From an optimization exercise on the open Yosys and OpenROAD flow, aimed at small area; shortcuts taken in it are not production practice.
Function was checked by simulation only, so behaviour that the tests miss may differ from the original.

## main
==> module fetch_stage, before the edit <==
module fetch_stage (
    input  logic    CLK,
    input  logic    reset,
    input  logic [1:0] pc_mux,
    input  logic [63:0] br_target,
    input  logic [63:0] mtvec,
    input  logic    trap,
    input  logic    br_stall_de,
    input  logic    br_stall_agex,
    input  logic    br_stall_mem,
    input  logic    mem_stall,
    input  logic    cache_hit,
    output logic [63:0] fetch_pc,
    output logic    fetch_req,
    output logic    de_v,
    output logic    fault,
    output logic    f_iam,
    output logic    f_iaf
);
    logic [63:0] seq_pc;
    logic [63:0] pc_next;
    logic        branch;
    logic        ld_pc;
    logic        v_next;
    logic        misaligned;
    logic        hi_zero;
    logic        prev_in_rom;
    assign seq_pc     = fetch_pc + 64'd4;
    assign misaligned = |fetch_pc[1:0];
    assign hi_zero    = ~|fetch_pc[63:9];
    assign fetch_req = !misaligned && hi_zero && !fetch_pc[8];
    assign branch = br_stall_mem && (pc_mux == 2'd1);
    assign v_next = !trap && !br_stall_de && !br_stall_agex && !br_stall_mem &&
                    (!fetch_req || cache_hit);
    assign ld_pc  = trap || branch || v_next;
    assign pc_next = trap ? mtvec : branch ? br_target : seq_pc;
    always_ff @(posedge CLK) begin
        if (reset) begin
            fetch_pc <= 64'd0;
            de_v     <= 1'b0;
        end else if (!mem_stall) begin
            if (ld_pc) begin
                fetch_pc <= pc_next;
            end
            de_v <= v_next;
        end
    end
    assign prev_in_rom = hi_zero && (fetch_pc[8] ^ (|fetch_pc[7:2]));
    assign fault = misaligned || !prev_in_rom;
    assign f_iam = de_v && misaligned;
    assign f_iaf = de_v && !prev_in_rom;
endmodule
make LEC_CHECK=0 CAP_MARGIN=20 CORE_MARGIN=2 CORE_UTILIZATION=40 SLEW_MARGIN=20 finish   # period 8.0 ns
run.sh (not shown) runs the stock make flow with config.mk's settings and CLKGATE_MAP_FILE= SYNTH_SCRIPT=/design/flow/synth_recipe.tcl, a recipe that flattens the netlist after the stock synthesis.
diff inputs: main => the feature branch
-- flow/design.v --
<<< main, line 114
    output logic    f_iaf
);
    logic [63:0] seq_pc;
    logic [63:0] pc_next;
    logic        branch;
    logic        ld_pc;
    logic        v_next;
    logic        misaligned;
    logic        hi_zero;
    logic        prev_in_rom;
    assign seq_pc     = fetch_pc + 64'd4;
    assign misaligned = |fetch_pc[1:0];
    assign hi_zero    = ~|fetch_pc[63:9];
    assign fetch_req = !misaligned && hi_zero && !fetch_pc[8];
    assign branch = br_stall_mem && (pc_mux == 2'd1);
    assign v_next = !trap && !br_stall_de && !br_stall_agex && !br_stall_mem &&
                    (!fetch_req || cache_hit);
    assign ld_pc  = trap || branch || v_next;
    assign pc_next = trap ? mtvec : branch ? br_target : seq_pc;
    always_ff @(posedge CLK) begin
        if (reset) begin
            fetch_pc <= 64'd0;
            de_v     <= 1'b0;
        end else if (!mem_stall) begin
            if (ld_pc) begin
                fetch_pc <= pc_next;
            end
            de_v <= v_next;
        end
>>> the feature branch, line 114
    output logic    f_iaf
);
    logic [63:0] pc_next;
    logic        branch;
    logic        v_next;
    logic        misaligned;
    logic        hi_zero;
    logic        prev_in_rom;
    assign misaligned = |fetch_pc[1:0];
    assign hi_zero    = ~|fetch_pc[63:9];
    assign fetch_req = !misaligned && hi_zero && !fetch_pc[8];
    logic        adv;       
    logic        keep;      
    logic        ld_trap;
    logic        ld_br;
    logic [63:2] inc;       
    assign branch = br_stall_mem && (pc_mux == 2'd1);
    assign v_next = !trap && !br_stall_de && !br_stall_agex && !br_stall_mem &&
                    (!fetch_req || cache_hit);
    assign ld_trap = !reset && !mem_stall && trap;
    assign ld_br   = !reset && !mem_stall && !trap && branch;
    assign adv     = !reset && !mem_stall && v_next;
    assign keep    = !reset && !ld_trap && !ld_br;
    assign inc[2] = adv;
    for (genvar i = 3; i < 64; i++) begin : g_inc
        assign inc[i] = inc[i-1] && fetch_pc[i-1];
    end
    assign pc_next[1:0]  = ({2{ld_trap}} & mtvec[1:0]) | ({2{ld_br}} & br_target[1:0]) |
                           ({2{keep}} & fetch_pc[1:0]);
    assign pc_next[63:2] = ({62{ld_trap}} & mtvec[63:2]) | ({62{ld_br}} & br_target[63:2]) |
                           ({62{keep}} & (fetch_pc[63:2] ^ inc));
    always_ff @(posedge CLK) begin
        fetch_pc <= pc_next;
    end
    always_ff @(posedge CLK) begin
        if (reset) begin
            de_v <= 1'b0;
        end else if (!mem_stall) begin
            de_v <= v_next;
        end
Notes after the runs:
No crash in the feature branch: every stage finished, but the layout fails its final checks due to setup timing. Diff main -> the feature branch | non-clock buffer contribution to total cell area | increase of 6.3 points. Diff main..the feature branch | count of final hold-check violations | unchanged. Summary of the comparison: utilization is higher in the feature branch, relative to main. main -> the feature branch: cell area decreased slightly. In the feature branch, the fraction of final layout cells with drive strength greater than 1 came out 17 points above the value in main. Sort the feature branch and main by routed length per instance desc -> top: main.

==> what the ideal ports hide <==
In the flow no input, the clock included, has a driving cell. The finished layouts below were timed again as built, in two steps. Step 1: set_driving_cell puts a clkbuf_16 on CLK and a buf_2 on each other input, an assumption about the parent block. Step 2 moves the port delays by t, midway between the first and last clock arrival at a register: inputs arrive t later, outputs are due t later. That takes back most of the time a late clock gives input paths. Slacks: no drivers / after step 1 / after step 2; pairs: no drivers / after step 1.
| run | t, ns | setup WS [ns] | hold WS [ns] | worst data-port slew with drivers (ns) |
|---|---|---|---|---|
| main | 0.410 | 1.691 / 1.642 / 2.053 | 0.477 / 0.477 / 0.477 | 0.07 |
| the feature branch | 0.394 | -3.634 / -3.638 / -4.031 | 0.479 / 0.479 / 0.479 | 0.09 |
For the feature branch, which loses most, drivers alone change the setup slack by -0.004 ns; drivers and shift together by -0.397 ns.
